What follows belongs to an exercise in optimizing a design on an open flow for a short achievable clock period and few clock cycles per item; a production flow would make more cautious choices. Only simulation tests tie the RTL to the original design; equivalence was not proved. Power is estimated from default activity; no workload was simulated.

==> inputs of branch raven <==
==> flow/design.v <==
package cache_pkg;
    localparam int word_width     = 32;
    localparam int words_per_line = 4;
    localparam int num_lines      = 8;
    localparam int word_sel_width = 2;
    localparam int index_width    = 3;
    localparam int tag_width      = 25;
    typedef logic [word_width-1:0]                word_t;
    typedef logic [tag_width-1:0]                 tag_t;
    typedef logic [index_width-1:0]               index_t;
    typedef logic [word_sel_width-1:0]            word_sel_t;
    typedef logic [words_per_line*word_width-1:0] line_t;
    typedef struct packed {
        tag_t      tag;
        index_t    index;
        word_sel_t word_sel;
    } cache_addr_t;
    typedef struct packed {
        logic        read;
        logic        write;
        cache_addr_t addr;
        word_t       wdata;
    } proc_req_t;
    typedef enum logic [1:0] {
        st_compare,
        st_write_back,
        st_allocate
    } ctrl_state_t;
    typedef enum logic [1:0] {
        upd_none,
        upd_word,
        upd_fill
    } update_op_t;
    typedef struct packed {
        update_op_t op;
        index_t     index;
        word_sel_t  word_sel;
        tag_t       tag;
        word_t      word;
        line_t      line;
    } line_update_t;
endpackage
package mem_bus_pkg;
    localparam int mem_addr_width = 28;
    localparam int mem_data_width = 128;
    typedef logic [mem_addr_width-1:0] mem_addr_t;
    typedef struct packed {
        logic                      read;
        logic                      write;
        mem_addr_t                 addr;
        logic [mem_data_width-1:0] wdata;
    } mem_req_t;
    typedef struct packed {
        logic                      ready;
        logic [mem_data_width-1:0] rdata;
    } mem_resp_t;
endpackage
`timescale 1ns/1ps
module cache_line_store (
    input  logic                  clk,
    input  logic                  proc_reset,
    input  cache_pkg::index_t     lookup_index,
    input  cache_pkg::tag_t       lookup_tag,
    input  logic                  word_we,
    input  logic                  fill_we,
    input  logic                  fill_dirty,
    input  cache_pkg::index_t     wr_index,
    input  cache_pkg::word_sel_t  wr_word_sel,
    input  cache_pkg::tag_t       wr_tag,
    input  cache_pkg::word_t      wr_word,
    input  cache_pkg::line_t      wr_line,
    output cache_pkg::line_t      rd_line,
    output cache_pkg::tag_t       rd_tag,
    output logic                  rd_hit,
    output logic                  rd_dirty_valid
);
    cache_pkg::line_t                data_mem [cache_pkg::num_lines];
    cache_pkg::tag_t                 tag_mem  [cache_pkg::num_lines];
    logic [cache_pkg::num_lines-1:0] valid_bits;
    logic [cache_pkg::num_lines-1:0] dirty_bits;
    logic [cache_pkg::num_lines-1:0] line_hit;
    always_comb begin
        for (int i = 0; i < cache_pkg::num_lines; i++)
            line_hit[i] = valid_bits[i] && (tag_mem[i] == lookup_tag);
    end
    assign rd_line        = data_mem[lookup_index];
    assign rd_tag         = tag_mem[lookup_index];
    assign rd_hit         = line_hit[lookup_index];
    assign rd_dirty_valid = valid_bits[lookup_index] && dirty_bits[lookup_index];
    always_ff @(posedge clk) begin
        if (fill_we) begin
            data_mem[wr_index] <= wr_line;
            tag_mem[wr_index]  <= wr_tag;
        end else if (word_we) begin
            data_mem[wr_index][wr_word_sel * cache_pkg::word_width +: cache_pkg::word_width]
                <= wr_word;
        end
    end
    always_ff @(posedge clk or posedge proc_reset) begin
        if (proc_reset) begin
            valid_bits <= '0;
            dirty_bits <= '0;
        end else if (fill_we) begin
            valid_bits[wr_index] <= 1'b1;
            dirty_bits[wr_index] <= fill_dirty;
        end else if (word_we) begin
            dirty_bits[wr_index] <= 1'b1;
        end
    end
endmodule
`timescale 1ns/1ps
module cache_controller (
    input  logic                   clk,
    input  logic                   proc_reset,
    input  cache_pkg::proc_req_t   proc_req,
    input  cache_pkg::line_t       rd_line,
    input  cache_pkg::tag_t        rd_tag,
    input  logic                   rd_hit,
    input  logic                   rd_dirty_valid,
    input  mem_bus_pkg::mem_resp_t mem_resp,
    output logic                   proc_stall,
    output cache_pkg::word_t       proc_rdata,
    output logic                   word_we,
    output logic                   fill_we,
    output logic                   fill_dirty,
    output cache_pkg::line_t       fill_line,
    output mem_bus_pkg::mem_req_t  mem_req
);
    typedef enum logic [1:0] {
        st_compare,
        st_write_back,
        st_allocate,
        st_done
    } state_t;
    state_t           state;
    logic             stall_q;
    logic             word_we_q;
    cache_pkg::word_t rdata_q;
    mem_bus_pkg::mem_req_t mem_req_q;
    logic             access;
    logic             miss;
    logic             ready_alloc;
    assign access      = proc_req.read || proc_req.write;
    assign miss        = access && !rd_hit;
    assign ready_alloc = (state == st_allocate) && mem_resp.ready;
    assign proc_stall = stall_q;
    assign proc_rdata = rdata_q;
    assign mem_req    = mem_req_q;
    assign word_we    = word_we_q;
    assign fill_we    = ready_alloc;
    assign fill_dirty = proc_req.write;
    always_comb begin
        fill_line = mem_resp.rdata;
        fill_line[proc_req.addr.word_sel * cache_pkg::word_width +: cache_pkg::word_width] = proc_req.wdata;
        if (!proc_req.write) fill_line = mem_resp.rdata;
    end
    always_ff @(posedge clk or posedge proc_reset) begin
        if (proc_reset) begin
            state           <= st_compare;
            stall_q         <= 1'b1;
            word_we_q       <= 1'b0;
            mem_req_q.read  <= 1'b0;
            mem_req_q.write <= 1'b0;
        end else begin
            word_we_q <= 1'b0;
            case (state)
                st_compare: begin
                    if (access && !miss) begin
                        state     <= st_done;
                        stall_q   <= 1'b0;
                        word_we_q <= proc_req.write;
                    end else if (miss && rd_dirty_valid) begin
                        state           <= st_write_back;
                        mem_req_q.write <= 1'b1;
                    end else if (miss) begin
                        state          <= st_allocate;
                        mem_req_q.read <= 1'b1;
                    end
                end
                st_write_back: begin
                    if (mem_resp.ready) begin
                        state           <= st_allocate;
                        mem_req_q.write <= 1'b0;
                        mem_req_q.read  <= 1'b1;
                    end
                end
                st_allocate: begin
                    if (mem_resp.ready) begin
                        state          <= st_done;
                        stall_q        <= 1'b0;
                        mem_req_q.read <= 1'b0;
                    end
                end
                default: begin
                    state   <= st_compare;
                    stall_q <= 1'b1;
                end
            endcase
        end
    end
    always_ff @(posedge clk) begin
        if (state == st_compare) begin
            rdata_q         <= rd_line[proc_req.addr.word_sel * cache_pkg::word_width +: cache_pkg::word_width];
            mem_req_q.wdata <= rd_line;
            mem_req_q.addr  <= rd_dirty_valid ? {rd_tag, proc_req.addr.index}
                                              : {proc_req.addr.tag, proc_req.addr.index};
        end else if (state == st_write_back && mem_resp.ready) begin
            mem_req_q.addr  <= {proc_req.addr.tag, proc_req.addr.index};
        end else if (ready_alloc) begin
            rdata_q <= mem_resp.rdata[proc_req.addr.word_sel * cache_pkg::word_width +: cache_pkg::word_width];
        end
    end
endmodule
`timescale 1ns/1ps
module cache (
    input  logic                         clk,
    input  logic                         proc_reset,
    input  logic                         proc_read,
    input  logic                         proc_write,
    input  logic [29:0]                  proc_addr,
    input  cache_pkg::word_t                        proc_wdata,
    output logic                         proc_stall,
    output cache_pkg::word_t                        proc_rdata,
    output logic                         mem_read,
    output logic                         mem_write,
    output mem_bus_pkg::mem_addr_t                    mem_addr,
    output cache_pkg::line_t                        mem_wdata,
    input  logic                         mem_ready,
    input  cache_pkg::line_t                        mem_rdata
);
    cache_pkg::proc_req_t    proc_req;
    mem_bus_pkg::mem_req_t   mem_req;
    mem_bus_pkg::mem_resp_t  mem_resp;
    cache_pkg::line_t        rd_line;
    cache_pkg::tag_t         rd_tag;
    cache_pkg::line_t        fill_line;
    logic                    rd_hit;
    logic                    rd_dirty_valid;
    logic                    word_we;
    logic                    fill_we;
    logic                    fill_dirty;
    assign proc_req = {proc_read, proc_write, proc_addr, proc_wdata};
    assign mem_resp = {mem_ready, mem_rdata};
    assign mem_read  = mem_req.read;
    assign mem_write = mem_req.write;
    assign mem_addr  = mem_req.addr;
    assign mem_wdata = mem_req.wdata;
    cache_controller i_controller (
        .clk            (clk),
        .proc_reset     (proc_reset),
        .proc_req       (proc_req),
        .rd_line        (rd_line),
        .rd_tag         (rd_tag),
        .rd_hit         (rd_hit),
        .rd_dirty_valid (rd_dirty_valid),
        .mem_resp       (mem_resp),
        .proc_stall     (proc_stall),
        .proc_rdata     (proc_rdata),
        .word_we        (word_we),
        .fill_we        (fill_we),
        .fill_dirty     (fill_dirty),
        .fill_line      (fill_line),
        .mem_req        (mem_req)
    );
    cache_line_store i_line_store (
        .clk            (clk),
        .proc_reset     (proc_reset),
        .lookup_index   (proc_req.addr.index),
        .lookup_tag     (proc_req.addr.tag),
        .word_we        (word_we),
        .fill_we        (fill_we),
        .fill_dirty     (fill_dirty),
        .wr_index       (proc_req.addr.index),
        .wr_word_sel    (proc_req.addr.word_sel),
        .wr_tag         (proc_req.addr.tag),
        .wr_word        (proc_req.wdata),
        .wr_line        (fill_line),
        .rd_line        (rd_line),
        .rd_tag         (rd_tag),
        .rd_hit         (rd_hit),
        .rd_dirty_valid (rd_dirty_valid)
    );
endmodule
==> flow/run.sh <==
#!/bin/bash
# synth_recipe.tcl (not shown) runs the flow's synth.tcl, then flattens the netlist and writes it again
# the make line also repeats each setting of config.mk as NAME=value (left out here)
make -C /OpenROAD-flow-scripts/flow DESIGN_CONFIG=/design/flow/config.mk WORK_HOME=/design/flow/orfs CLKGATE_MAP_FILE= SYNTH_SCRIPT=/design/flow/synth_recipe.tcl finish
==> flow/config.mk <==
export PLATFORM = sky130hd
export DESIGN_NAME = cache
export DESIGN_NICKNAME = cache
export VERILOG_FILES = /design/flow/design.v
export SDC_FILE = /design/flow/constraint.sdc
export NUM_CORES = 4
export LEC_CHECK = 0
export ABC_CLOCK_PERIOD_IN_PS = 1500
export CAP_MARGIN = 20
export CORE_MARGIN = 2
export CORE_UTILIZATION = 40
export GPL_TIMING_DRIVEN = 1
export SETUP_SLACK_MARGIN = 2.5
export SLEW_MARGIN = 20
export TNS_END_PERCENT = 100
==> flow/constraint.sdc <==
create_clock -name core_clock -period 5.0 [get_ports {clk}]
set_input_delay 1.0000 -clock core_clock [delete_from_list [all_inputs] [get_ports {clk}]]
set_output_delay 1.0000 -clock core_clock [all_outputs]
set_load 0.01 [all_outputs]
==> branch ember (differences from branch raven) <==
==> flow/design.v, changed modules only <==
module cache_line_store (
    input  logic                  clk,
    input  logic                  proc_reset,
    input  cache_pkg::index_t     lookup_index,
    input  cache_pkg::tag_t       lookup_tag,
    input  cache_pkg::word_sel_t  lookup_word_sel,
    input  logic                  word_we,
    input  logic                  fill_we,
    input  logic                  fill_dirty,
    input  cache_pkg::index_t     wr_index,
    input  cache_pkg::word_sel_t  wr_word_sel,
    input  cache_pkg::tag_t       wr_tag,
    input  cache_pkg::word_t      wr_word,
    input  cache_pkg::line_t      wr_line,
    output cache_pkg::line_t      rd_line,
    output cache_pkg::tag_t       rd_tag,
    output cache_pkg::word_t      rd_word,
    output logic                  rd_hit,
    output logic                  rd_dirty_valid
);
    cache_pkg::line_t                data_mem [cache_pkg::num_lines];
    cache_pkg::tag_t                 tag_mem  [cache_pkg::num_lines];
    logic [cache_pkg::num_lines-1:0] valid_bits;
    logic [cache_pkg::num_lines-1:0] dirty_bits;
    logic [cache_pkg::num_lines-1:0] line_hit;
    always_comb begin
        for (int i = 0; i < cache_pkg::num_lines; i++)
            line_hit[i] = valid_bits[i] && (tag_mem[i] == lookup_tag);
    end
    always_comb begin
        rd_word = '0;
        for (int l = 0; l < cache_pkg::num_lines; l++)
            for (int w = 0; w < cache_pkg::words_per_line; w++)
                if (lookup_index == l[2:0] && lookup_word_sel == w[1:0])
                    rd_word = rd_word | data_mem[l][w*cache_pkg::word_width +: cache_pkg::word_width];
    end
    assign rd_line        = data_mem[lookup_index];
    assign rd_tag         = tag_mem[lookup_index];
    assign rd_hit         = line_hit[lookup_index];
    assign rd_dirty_valid = valid_bits[lookup_index] && dirty_bits[lookup_index];
    always_ff @(posedge clk) begin
        if (fill_we) begin
            data_mem[wr_index] <= wr_line;
            tag_mem[wr_index]  <= wr_tag;
        end else if (word_we) begin
            data_mem[wr_index][wr_word_sel * cache_pkg::word_width +: cache_pkg::word_width]
                <= wr_word;
        end
    end
    always_ff @(posedge clk or posedge proc_reset) begin
        if (proc_reset) begin
            valid_bits <= '0;
            dirty_bits <= '0;
        end else if (fill_we) begin
            valid_bits[wr_index] <= 1'b1;
            dirty_bits[wr_index] <= fill_dirty;
        end else if (word_we) begin
            dirty_bits[wr_index] <= 1'b1;
        end
    end
endmodule
module cache_controller (
    input  logic                   clk,
    input  logic                   proc_reset,
    input  cache_pkg::proc_req_t   proc_req,
    input  cache_pkg::line_t       rd_line,
    input  cache_pkg::tag_t        rd_tag,
    input  cache_pkg::word_t       rd_word,
    input  logic                   rd_hit,
    input  logic                   rd_dirty_valid,
    input  mem_bus_pkg::mem_resp_t mem_resp,
    output logic                   proc_stall,
    output cache_pkg::word_t       proc_rdata,
    output logic                   word_we,
    output logic                   fill_we,
    output logic                   fill_dirty,
    output cache_pkg::line_t       fill_line,
    output mem_bus_pkg::mem_req_t  mem_req
);
    typedef enum logic [1:0] {
        st_compare,
        st_write_back,
        st_allocate,
        st_done
    } state_t;
    state_t           state;
    logic             done_q;
    logic             word_we_q;
    cache_pkg::word_t rdata_q;
    mem_bus_pkg::mem_req_t mem_req_q;
    logic             access;
    logic             miss;
    logic             ready_alloc;
    assign access      = proc_req.read || proc_req.write;
    assign miss        = access && !rd_hit;
    assign ready_alloc = (state == st_allocate) && mem_resp.ready;
    assign proc_stall = !done_q;
    assign proc_rdata = rdata_q;
    assign mem_req    = mem_req_q;
    assign word_we    = word_we_q;
    assign fill_we    = ready_alloc;
    assign fill_dirty = proc_req.write;
    always_comb begin
        fill_line = mem_resp.rdata;
        fill_line[proc_req.addr.word_sel * cache_pkg::word_width +: cache_pkg::word_width] = proc_req.wdata;
        if (!proc_req.write) fill_line = mem_resp.rdata;
    end
    always_ff @(posedge clk or posedge proc_reset) begin
        if (proc_reset) begin
            state           <= st_compare;
            done_q          <= 1'b0;
            word_we_q       <= 1'b0;
            mem_req_q.read  <= 1'b0;
            mem_req_q.write <= 1'b0;
        end else begin
            word_we_q <= 1'b0;
            case (state)
                st_compare: begin
                    if (access && !miss) begin
                        state     <= st_done;
                        done_q    <= 1'b1;
                        word_we_q <= proc_req.write;
                    end else if (miss && rd_dirty_valid) begin
                        state           <= st_write_back;
                        mem_req_q.write <= 1'b1;
                    end else if (miss) begin
                        state          <= st_allocate;
                        mem_req_q.read <= 1'b1;
                    end
                end
                st_write_back: begin
                    if (mem_resp.ready) begin
                        state           <= st_allocate;
                        mem_req_q.write <= 1'b0;
                        mem_req_q.read  <= 1'b1;
                    end
                end
                st_allocate: begin
                    if (mem_resp.ready) begin
                        state          <= st_done;
                        done_q         <= 1'b1;
                        mem_req_q.read <= 1'b0;
                    end
                end
                default: begin
                    state   <= st_compare;
                    done_q  <= 1'b0;
                end
            endcase
        end
    end
    logic use_victim;
    assign use_victim = (state == st_compare) ? rd_dirty_valid
                                              : ((state == st_write_back) && !mem_resp.ready);
    always_ff @(posedge clk) begin
        rdata_q <= (state == st_allocate)
            ? mem_resp.rdata[proc_req.addr.word_sel * cache_pkg::word_width +: cache_pkg::word_width]
            : rd_word;
        mem_req_q.wdata <= rd_line;
        mem_req_q.addr  <= use_victim ? {rd_tag, proc_req.addr.index}
                                      : {proc_req.addr.tag, proc_req.addr.index};
    end
endmodule
module cache (
    input  logic                         clk,
    input  logic                         proc_reset,
    input  logic                         proc_read,
    input  logic                         proc_write,
    input  logic [29:0]                  proc_addr,
    input  cache_pkg::word_t                        proc_wdata,
    output logic                         proc_stall,
    output cache_pkg::word_t                        proc_rdata,
    output logic                         mem_read,
    output logic                         mem_write,
    output mem_bus_pkg::mem_addr_t                    mem_addr,
    output cache_pkg::line_t                        mem_wdata,
    input  logic                         mem_ready,
    input  cache_pkg::line_t                        mem_rdata
);
    cache_pkg::proc_req_t    proc_req;
    mem_bus_pkg::mem_req_t   mem_req;
    mem_bus_pkg::mem_resp_t  mem_resp;
    cache_pkg::line_t        rd_line;
    cache_pkg::tag_t         rd_tag;
    cache_pkg::word_t        rd_word;
    cache_pkg::line_t        fill_line;
    logic                    rd_hit;
    logic                    rd_dirty_valid;
    logic                    word_we;
    logic                    fill_we;
    logic                    fill_dirty;
    assign proc_req = {proc_read, proc_write, proc_addr, proc_wdata};
    assign mem_resp = {mem_ready, mem_rdata};
    assign mem_read  = mem_req.read;
    assign mem_write = mem_req.write;
    assign mem_addr  = mem_req.addr;
    assign mem_wdata = mem_req.wdata;
    cache_controller i_controller (
        .clk            (clk),
        .proc_reset     (proc_reset),
        .proc_req       (proc_req),
        .rd_line        (rd_line),
        .rd_tag         (rd_tag),
        .rd_word        (rd_word),
        .rd_hit         (rd_hit),
        .rd_dirty_valid (rd_dirty_valid),
        .mem_resp       (mem_resp),
        .proc_stall     (proc_stall),
        .proc_rdata     (proc_rdata),
        .word_we        (word_we),
        .fill_we        (fill_we),
        .fill_dirty     (fill_dirty),
        .fill_line      (fill_line),
        .mem_req        (mem_req)
    );
    cache_line_store i_line_store (
        .clk            (clk),
        .proc_reset     (proc_reset),
        .lookup_index   (proc_req.addr.index),
        .lookup_tag     (proc_req.addr.tag),
        .lookup_word_sel(proc_req.addr.word_sel),
        .word_we        (word_we),
        .fill_we        (fill_we),
        .fill_dirty     (fill_dirty),
        .wr_index       (proc_req.addr.index),
        .wr_word_sel    (proc_req.addr.word_sel),
        .wr_tag         (proc_req.addr.tag),
        .wr_word        (proc_req.wdata),
        .wr_line        (fill_line),
        .rd_line        (rd_line),
        .rd_tag         (rd_tag),
        .rd_word        (rd_word),
        .rd_hit         (rd_hit),
        .rd_dirty_valid (rd_dirty_valid)
    );
endmodule
Settings changed: ABC_CLOCK_PERIOD_IN_PS 1500 to default, CORE_UTILIZATION 40 to 50, CTS_CLUSTER_DIAMETER from default to 60, CTS_CLUSTER_SIZE from default to 30, SETUP_SLACK_MARGIN 2.5 to 2.8.
==> comparison table <==
Outcome: branch raven finished clean; branch ember finished clean
Tot Pwr: branch raven 0.0323 W; branch ember 0.0301 W
Delay of the slowest critical-path stage: branch raven 0.65 ns; branch ember 0.89 ns
Start point of the worst hold path: branch raven i_line_store.valid_bits[0]; branch ember i_line_store.valid_bits[6]
Final WL: branch raven 239000 µm; branch ember 313000 µm
DIE WIDTH: branch raven 384 µm; branch ember 349 µm
Internal power: branch raven 0.0230 W; branch ember 0.0208 W
Clock buffer count from CTS: branch raven 154; branch ember 111
Net count of the mapped netlist: branch raven 3672; branch ember 4294
Xor/xnor cell area share of the yosys netlist: branch raven 3.04%; branch ember 2.94%
Post-Place Worst Slack: branch raven 0.356 ns; branch ember 0.572 ns
Total stage count of the critical path: branch raven 1; branch ember 8
Number of multi-input combinational cells: branch raven 1780; branch ember 2266
Required time of the critical path: branch raven 4.00 ns; branch ember 5.26 ns
Average routed wire per standard cell: branch raven 38.3 µm; branch ember 48.1 µm
Later-pin clock latency in the skew report: branch raven 0.82 ns; branch ember 0.79 ns
Proportion of power drawn by combinational gates: branch raven 17.8%; branch ember 19.4%
Met3 layer usage reported by global route: branch raven 11.0%; branch ember 21.9%
Setup slack, reg-to-reg: branch raven 2.46 ns; branch ember 2.53 ns
Fraction of the yosys area taken by sequential cells: branch raven 74.4%; branch ember 68.9%
Clock group power: branch raven 0.0114 W; branch ember 0.00989 W
Maximum resistive drop on vdd: branch raven 0.000351 V; branch ember 0.000308 V
Testbench counts of branch raven, summed over its fixed seeds: cycles 69,204, accesses 16,000.
Testbench counts of branch ember, summed over its fixed seeds: cycles 69,204, accesses 16,000.

[afterwards: timing with drivers on the ports]
How much do the figures lean on ideal ports? The routed layouts below were timed once more, with nothing changed but the port constraints.
Step 1 sets driving cells, clkbuf_16 on the clock port and buf_2 on the other inputs (assumed; they add their load-dependent delay and slew).
Step 2 moves the port delays by t, midway between the first and last clock arrival at a register: inputs arrive t later, outputs are due t later. That takes back most of the time a late clock gives input paths.
a / b / c = no drivers / after step 1 / after step 2; a / b = the first two.
run | shift t [ns] | setup WS [ns] | worst setup path at the end
branch raven | 0.881 | 2.303 / 2.216 / 1.368 | input to register
branch ember | 0.837 | 2.096 / 2.060 / 1.223 | input to register
After both steps setup and hold are still met in every run listed. The setup slack of branch raven, which loses most, moves by -0.087 ns with the drivers and by -0.935 ns with both steps.
